From an optimization exercise on the open Yosys and OpenROAD flow, aimed at small area; shortcuts taken in it are not production practice. Only simulation tests tie the RTL to the original design; equivalence was not proved. No activity file was given, so power comes from the tool's default toggle rates.

**flow/config.mk**
```make
export PLATFORM = sky130hd
export DESIGN_NAME = sha1_core
export DESIGN_NICKNAME = sha1_core
export VERILOG_FILES = /design/flow/design.v
export SDC_FILE = /design/flow/constraint.sdc
export NUM_CORES = 4
export LEC_CHECK = 0
export CAP_MARGIN = 20
export CORE_MARGIN = 2
export CORE_UTILIZATION = 40
export SLEW_MARGIN = 20
```
**flow/constraint.sdc**
```tcl
create_clock -name core_clock -period 10.0 [get_ports {clk}]
set_input_delay 2.0000 -clock core_clock [delete_from_list [all_inputs] [get_ports {clk}]]
set_output_delay 2.0000 -clock core_clock [all_outputs]
set_load 0.01 [all_outputs]
```
**flow/design.v**
```verilog
`default_nettype none
package sha1_pkg;
	localparam int word_bits    = 32;
	localparam int block_words  = 16;
	localparam int digest_words = 5;
	typedef logic [word_bits-1:0]              word_t;
	typedef logic [block_words*word_bits-1:0]  block_t;
	typedef logic [digest_words*word_bits-1:0] digest_t;
	typedef logic [1:0] group_t;
	localparam digest_t init_hash = {
		32'h67452301,
		32'hEFCDAB89,
		32'h98BADCFE,
		32'h10325476,
		32'hC3D2E1F0
	};
	localparam logic [4*word_bits-1:0] k_const = {
		32'hCA62C1D6,
		32'h8F1BBCDC,
		32'h6ED9EBA1,
		32'h5A827999
	};
	localparam int round_count = 80;
	localparam int group_len   = 20;
endpackage
`default_nettype wire
`default_nettype none
package sha1_ctrl_pkg;
	typedef logic [6:0] round_t;
	typedef enum logic [1:0]
	{
		st_idle,
		st_load,
		st_run
	} sched_state_t;
endpackage
`default_nettype wire
`default_nettype none
`timescale 1ns/10ps
module sha1_schedule (
	input  logic                  clk,
	input  logic                  reset,
	input  logic                  start,
	input  sha1_pkg::block_t      block,
	output logic                  busy,
	output logic                  load,
	output logic                  round_en,
	output sha1_ctrl_pkg::round_t round,
	output sha1_pkg::word_t       w,
	output logic                  finish
);
	sha1_ctrl_pkg::sched_state_t state;
	sha1_ctrl_pkg::sched_state_t state_next;
	logic         accept;
	logic         last_round;
	logic         expand;
	sha1_pkg::word_t        sched_q [sha1_pkg::block_words];
	sha1_pkg::word_t        mix;
	sha1_pkg::word_t        w_exp;
	assign accept     = start && !busy;
	assign last_round = (round == sha1_ctrl_pkg::round_t'(sha1_pkg::round_count - 1));
	always_comb
	begin
		state_next = state;
		case (state)
			sha1_ctrl_pkg::st_idle:
				if (accept)
					state_next = sha1_ctrl_pkg::st_load;
			sha1_ctrl_pkg::st_load:
				state_next = sha1_ctrl_pkg::st_run;
			sha1_ctrl_pkg::st_run:
				if (last_round)
					state_next = sha1_ctrl_pkg::st_idle;
			default:
				state_next = sha1_ctrl_pkg::st_idle;
		endcase
	end
	always_ff @(posedge clk)
	begin
		if (reset)
			state <= sha1_ctrl_pkg::st_idle;
		else
			state <= state_next;
	end
	assign load     = (state == sha1_ctrl_pkg::st_load);
	assign round_en = (state == sha1_ctrl_pkg::st_run);
	always_ff @(posedge clk)
	begin
		if (reset)
			round <= '0;
		else if (load)
			round <= '0;
		else if (round_en && !last_round)
			round <= round + sha1_ctrl_pkg::round_t'(1);
	end
	always_ff @(posedge clk)
	begin
		if (reset)
		begin
			finish <= 1'b0;
			busy   <= 1'b0;
		end
		else
		begin
			finish <= round_en && last_round;
			if (accept)
				busy <= 1'b1;
			else if (finish)
				busy <= 1'b0;
		end
	end
	assign expand = (round >= sha1_ctrl_pkg::round_t'(sha1_pkg::block_words));
	assign mix    = sched_q[sha1_pkg::block_words - 3] ^ sched_q[sha1_pkg::block_words - 8]
		^ sched_q[sha1_pkg::block_words - 14] ^ sched_q[0];
	assign w_exp  = {mix[sha1_pkg::word_bits-2:0], mix[sha1_pkg::word_bits-1]};
	assign w      = expand ? w_exp : sched_q[0];
	always_ff @(posedge clk)
	begin
		if (accept)
		begin
			for (int i = 0; i < sha1_pkg::block_words; i++)
				sched_q[i] <= block[(sha1_pkg::block_words - 1 - i) * sha1_pkg::word_bits +: sha1_pkg::word_bits];
		end
		else if (round_en)
		begin
			for (int i = 0; i < sha1_pkg::block_words - 1; i++)
				sched_q[i] <= sched_q[i + 1];
			sched_q[sha1_pkg::block_words - 1] <= w;
		end
	end
endmodule
`default_nettype wire
`default_nettype none
`timescale 1ns/10ps
module sha1_round (
	input  logic                  clk,
	input  logic                  reset,
	input  logic                  load,
	input  logic                  round_en,
	input  sha1_ctrl_pkg::round_t round,
	input  sha1_pkg::word_t       w,
	output sha1_pkg::digest_t     work
);
	sha1_pkg::group_t rnd_group;
	sha1_pkg::word_t  a;
	sha1_pkg::word_t  b;
	sha1_pkg::word_t  c;
	sha1_pkg::word_t  d;
	sha1_pkg::word_t  e;
	sha1_pkg::word_t  f;
	sha1_pkg::word_t  k;
	sha1_pkg::word_t  a_rot5;
	sha1_pkg::word_t  b_rot30;
	sha1_pkg::word_t  a_next;
	assign {a, b, c, d, e} = work;
	assign rnd_group = sha1_pkg::group_t'(round / sha1_pkg::group_len);
	assign k         = sha1_pkg::k_const[rnd_group*sha1_pkg::word_bits +: sha1_pkg::word_bits];
	always_comb
	begin
		case (rnd_group)
			2'd0:
				f = (b & c) | (~b & d);
			2'd2:
				f = (b & c) | (b & d) | (c & d);
			default:
				f = b ^ c ^ d;
		endcase
	end
	assign a_rot5  = {a[sha1_pkg::word_bits-6:0], a[sha1_pkg::word_bits-1:sha1_pkg::word_bits-5]};
	assign b_rot30 = {b[1:0], b[sha1_pkg::word_bits-1:2]};
	assign a_next  = a_rot5 + f + e + k + w;
	always_ff @(posedge clk)
	begin
		if (reset)
			work <= '0;
		else if (load)
			work <= sha1_pkg::init_hash;
		else if (round_en)
			work <= {a_next, a, b_rot30, c, d};
	end
endmodule
`default_nettype wire
`default_nettype none
`timescale 1ns/10ps
module sha1_digest (
	input  logic              clk,
	input  logic              reset,
	input  logic              finish,
	input  sha1_pkg::digest_t work,
	output sha1_pkg::digest_t hash,
	output logic              done
);
	sha1_pkg::digest_t sum;
	always_comb
	begin
		for (int i = 0; i < sha1_pkg::digest_words; i++)
			sum[i*sha1_pkg::word_bits +: sha1_pkg::word_bits] = sha1_pkg::init_hash[i*sha1_pkg::word_bits +: sha1_pkg::word_bits]
				+ work[i*sha1_pkg::word_bits +: sha1_pkg::word_bits];
	end
	always_ff @(posedge clk)
	begin
		if (reset)
		begin
			hash <= '0;
			done <= 1'b0;
		end
		else
		begin
			done <= finish;
			if (finish)
				hash <= sum;
		end
	end
endmodule
`default_nettype wire
`default_nettype none
`timescale 1ns/10ps
module sha1_core (
	input  logic              clk,
	input  logic              reset,
	input  logic              start,
	input  sha1_pkg::block_t  block,
	output logic              busy,
	output logic              done,
	output sha1_pkg::digest_t hash
);
	logic    load;
	logic    round_en;
	logic    finish;
	sha1_ctrl_pkg::round_t  round;
	sha1_pkg::word_t   w;
	sha1_pkg::digest_t work;
	sha1_schedule schedule_i (
		.clk      (clk),
		.reset    (reset),
		.start    (start),
		.block    (block),
		.busy     (busy),
		.load     (load),
		.round_en (round_en),
		.round    (round),
		.w        (w),
		.finish   (finish)
	);
	sha1_round round_i (
		.clk      (clk),
		.reset    (reset),
		.load     (load),
		.round_en (round_en),
		.round    (round),
		.w        (w),
		.work     (work)
	);
	sha1_digest digest_i (
		.clk      (clk),
		.reset    (reset),
		.finish   (finish),
		.work     (work),
		.hash     (hash),
		.done     (done)
	);
endmodule
`default_nettype wire
```
**flow/run.sh**
```bash
#!/bin/bash
# synth_recipe.tcl (not shown) runs the flow's synth.tcl, then flattens the netlist and writes it again
# the make line also repeats each setting of config.mk as NAME=value (left out here)
make -C /OpenROAD-flow-scripts/flow DESIGN_CONFIG=/design/flow/config.mk WORK_HOME=/design/flow/orfs CLKGATE_MAP_FILE= SYNTH_SCRIPT=/design/flow/synth_recipe.tcl finish
```
==> results.sh <==
export IMPL_detailed_routing_iterations_pass_1=5
export IMPL_cellLeakagePower_nw=21.6
export IMPL_worst_slew_pin_slew_ns=1.14
export IMPL_synth_adder_area_share_pct=7.28
export IMPL_cts_buffer_depth=3
export IMPL_clock_root_buffer="sky130_fd_sc_hd__clkbuf_16"
export IMPL_critical_path_buf_inv_count=8
export IMPL_largest_net_degree_at_the_start_of_global_routing=213
export IMPL_power_ir_vdd_worst_mv=0.139
export IMPL_gpl_final_weighted_congestion=0.947
export IMPL_drcViolationCount=0
export IMPL_critPathKind="flop to flop"
export IMPL_synth_mux_area_fraction_pct=3.77
export IMPL_start_util_pct=40.2
export IMPL_global_route_wire_length_before_repair_mm=230
export IMPL_global_route_congestion_overflow_total=0
export IMPL_clock_tree_from_tritoncts="yes"
export IMPL_numCtsBuffers=96
export IMPL_slowest_stage_cell_crit_path="sky130_fd_sc_hd__or4_4"
export IMPL_vias_in_the_first_global_route=33000
export IMPL_post_cts_setup_buffer_count=0
export IMPL_max_slew_margin_rel_pct=23.7
export IMPL_cts_resized_gates=0
export IMPL_power_density_nw_per_um2=195
export IMPL_critical_path_top_delay_family="adder cells"
export IMPL_fin_crit_period_ns=7.58
export IMPL_placement_io_buffers=676
export IMPL_fillers=9971
export IMPL_area_growth_pct=25.9
export IMPL_rsz_0062_raised_after_global_routing="false"
export IMPL_fin_skew_ns=0.0362
export IMPL_main_combinational_cell_family_by_area_after_synthesis="simple AND/OR/NAND/NOR gates"
export IMPL_mostFrequentLayoutCell="sky130_fd_sc_hd__nand2_1"
export IMPL_register_area_share_after_synthesis_pct=51.3
export IMPL_antenna_found_initial=63
export IMPL_run_status="complete, no violations"
export IMPL_postRouteAntennaNets=0
export IMPL_die_height_um=332
export IMPL_detail_route_wirelength_mm=161
export IMPL_design_final_nets=5868
export IMPL_drtIter0Drc=3523
export IMPL_core_um2=107000
export IMPL_clock_sink_count=844
export IMPL_synthDominantAreaCellType="sky130_fd_sc_hd__edfxtp_1"
export IMPL_synth_top_flop_cell="sky130_fd_sc_hd__edfxtp_1"
export IMPL_h_tree_depth=3
export IMPL_crit_path_frequent_cell="sky130_fd_sc_hd__inv_1"
export IMPL_synth_simple_gate_area_share_pct=20.5
export IMPL_synth_seq_cells=844
export IMPL_post_synth_edffs=512
export IMPL_boundaryPins=677
export IMPL_synth_warnings=4
export IMPL_pre_cts_ws_ns=2.43
export IMPL_most_used_cells_in_the_layout_excluding_fill_and_tap_cells="1558 x sky130_fd_sc_hd__nand2_1, 675 x sky130_fd_sc_hd__clkdlybuf4s50_1, 512 x sky130_fd_sc_hd__edfxtp_1, 416 x sky130_fd_sc_hd__nor2_1, 331 x sky130_fd_sc_hd__dfxtp_1"
export IMPL_critical_path_peak_fanout=34
export IMPL_crit_path_end="round_i.work[158]"
export IMPL_max_cap_viol_count=0
export IMPL_timing_critical_path_required_ns=10.59
export IMPL_top_cells_by_area_in_the_synthesized_netlist="sky130_fd_sc_hd__edfxtp_1 36%, sky130_fd_sc_hd__dfxtp_1 15%, sky130_fd_sc_hd__nand2_1 14%, sky130_fd_sc_hd__fa_1 5.6%, sky130_fd_sc_hd__xnor2_1 3.8%"
export IMPL_post_syn_instances=4637
export IMPL_cp_depth=27
export IMPL_timing_critical_path_from="schedule_i.round[4]"
export IMPL_timing_fmax_mhz=132
export IMPL_route_vias_total=34600
export IMPL_final_max_slew_viol_count=0
export IMPL_die_width_um=332
export IMPL_post_synthesis_mean_instance_area_um2=9.25
export IMPL_synth_xor_xnor_area_share_pct=4.82
export IMPL_insertion_delay_ns=0.69
export IMPL_detail_route_vias_per_cell=5.18
export IMPL_final_critical_path_setup_slack_ns=2.42
export IMPL_ff_latch_area_um2=22000
export IMPL_cts_clk_slew_worst_paths_ns=0.07
export IMPL_worst_setup_end_kind="flop"
export IMPL_worst_r2r_startpoint="schedule_i.round[4]"
export IMPL_hold_viol_final=0
export IMPL_top_area_cell_type_share_of_the_netlist_area_pct=35.8
export IMPL_place_detailed_hpwl_mm=123
export IMPL_syn_cell_area_um2=42900
export IMPL_multi_input_comb_area_um2=19100
export IMPL_r2r_slack_ns=2.42
export IMPL_ctsHoldBuffers=0
export IMPL_cp_slowest_stage_delay_ns=0.64
export IMPL_worst_r2r_endpoint="round_i.work[158]"
export IMPL_arrival_ns=8.17
export IMPL_post_route_cells_drive_above_1_share_pct=4.34
export IMPL_num_rows=120
export IMPL_yosysUniqueCellTypes=82
export IMPL_setup_violations=0
export IMPL_fin_setup_tns_ns=0
export IMPL_die_area_um2=110000
export IMPL_worst_hold_path_type="flop to flop"
export IMPL_postSynth_asyncResetShare_pct=0
export IMPL_grt_use_total_pct=28.6
export IMPL_reg2regPathDepth=27
export IMPL_wl_per_cell_um=24.1
export IMPL_worst_setup_path_start_kind="flop"
export IMPL_mappedNetlistNets=5329
export IMPL_period_share_pct=75.8
export IMPL_synth_compound_gate_area_share_pct=7.93
## worst min-delay path by stage
stage	startpoint	to	cells after the start
6_report	digest_i.hash[22]	digest_i.hash[22]	2
3_3_place_gp	digest_i.hash[45]	digest_i.hash[45]	2
4_1_cts	digest_i.hash[45]	digest_i.hash[45]	2
5_1_grt	digest_i.hash[45]	digest_i.hash[45]	2
3_5_place_dp	digest_i.hash[45]	digest_i.hash[45]	2
2_1_floorplan	round_i.work[17]	round_i.work[17]	2
## synth_stat cells (31+ instances only)
cell type / count
sky130_fd_sc_hd__nand2_1: 1561
sky130_fd_sc_hd__edfxtp_1: 512
sky130_fd_sc_hd__nor2_1: 417
sky130_fd_sc_hd__dfxtp_1: 332
sky130_fd_sc_hd__clkbuf_1: 241
sky130_fd_sc_hd__inv_1: 213
sky130_fd_sc_hd__xnor2_1: 184
sky130_fd_sc_hd__a21oi_1: 167
sky130_fd_sc_hd__mux2i_1: 157
sky130_fd_sc_hd__fa_1: 120
sky130_fd_sc_hd__nor3_1: 97
sky130_fd_sc_hd__o21ai_0: 96
sky130_fd_sc_hd__a211oi_1: 70
sky130_fd_sc_hd__ha_1: 57
sky130_fd_sc_hd__xor2_1: 52
sky130_fd_sc_hd__nand3_1: 31
## cells by family after synthesis
family | after synthesis
AO/OA/AOI/OAI | 514
XOR/XNOR | 236
adder cells (fa/ha/maj) | 178
buffers and inverters | 491
flip-flops | 844
multiplexers | 161
AND/OR/NAND/NOR | 2213
## sequential cells by signal (all words and copies together) (netlist names)
name / flops
schedule_i.sched_q: 512
digest_i.done: 1
schedule_i.state: 2
schedule_i.busy: 1
round_i.work: 160
schedule_i.finish: 1
digest_i.hash: 160
schedule_i.round: 7
## layer usage
| layer | global-route usage (%) | part of all wire [%] |
|---|---|---|
| met5 | 0 | 0.23 |
| met4 | 10.6 | 3.9 |
| met3 | 6.92 | 7.6 |
| met2 | 48.6 | 49 |
| met1 | 35.2 | 40 |
## where the power goes
part | total, mW | switching [mW] | internal, mW
sequential | 4.46 | 0.349 | 4.11
combinational | 2.58 | 1.54 | 1.05
clock | 3.52 | 1.51 | 2.01
## final cells by class
| type | instances | area share, % |
|---|---|---|
| Antenna cell | 29 | 0.134 |
| Clock buffer | 128 | 4.87 |
| Clock inverter | 44 | 0.850 |
| Inverter | 213 | 1.48 |
| Multi-Input combinational cell | 3302 | 35.4 |
| Sequential cell | 844 | 40.8 |
| Tap cell | 1403 | 3.25 |
| Timing Repair Buffer | 719 | 13.3 |
## worst min-delay path: cells and delay by family (launching register included)
family           cells  cell delay [ns]
AO/OA/AOI/OAI        1             0.05
flip-flops           1             0.31
AND/OR/NAND/NOR      1             0.06
## stage by stage
step | cell area [um^2] | utilization, % | hold WS [ns] | std cells | power (mW)
finish | 54000 | 50.6 | 0.468 | 6682 | 10.6
CTS | 53900 | 50.5 | 0.467 | 6652 | 10.6
detailed placement | 50800 | 47.6 | 0.459 | 6480 | 7.07
global placement | 50800 | 47.6 | 0.457 | 6480 | 7.06
global route | 54000 | 50.6 | 0.479 | 6671 | 11.0
floorplan | 42900 | - | 0.465 | 4637 | 6.17

[what the ideal ports hide]
No port has a modelled driver above. Below, the same layout with a new extraction and two added sets of constraints. Step 1, drivers: a clkbuf_16 drives clk and a buf_2 each remaining input, both assumed. Step 2, shift: input delay + t, output delay - t, t = (earliest + latest rising clock arrival at the registers) / 2. This alone moves slack from input paths to output paths. Three values: ideal, step 1, step 2; two values: the first two.
shift t [ns]: 0.736
setup slack, ns: 2.422 / 2.422 / 2.422
latest minus earliest clock arrival (ns): 0.040 / 0.041
worst register clock-pin slew, ns: 0.07 / 0.07
After both steps setup and hold are still met in this run. For this run, drivers alone change the setup slack by 0.000 ns; drivers and shift together by 0.000 ns.
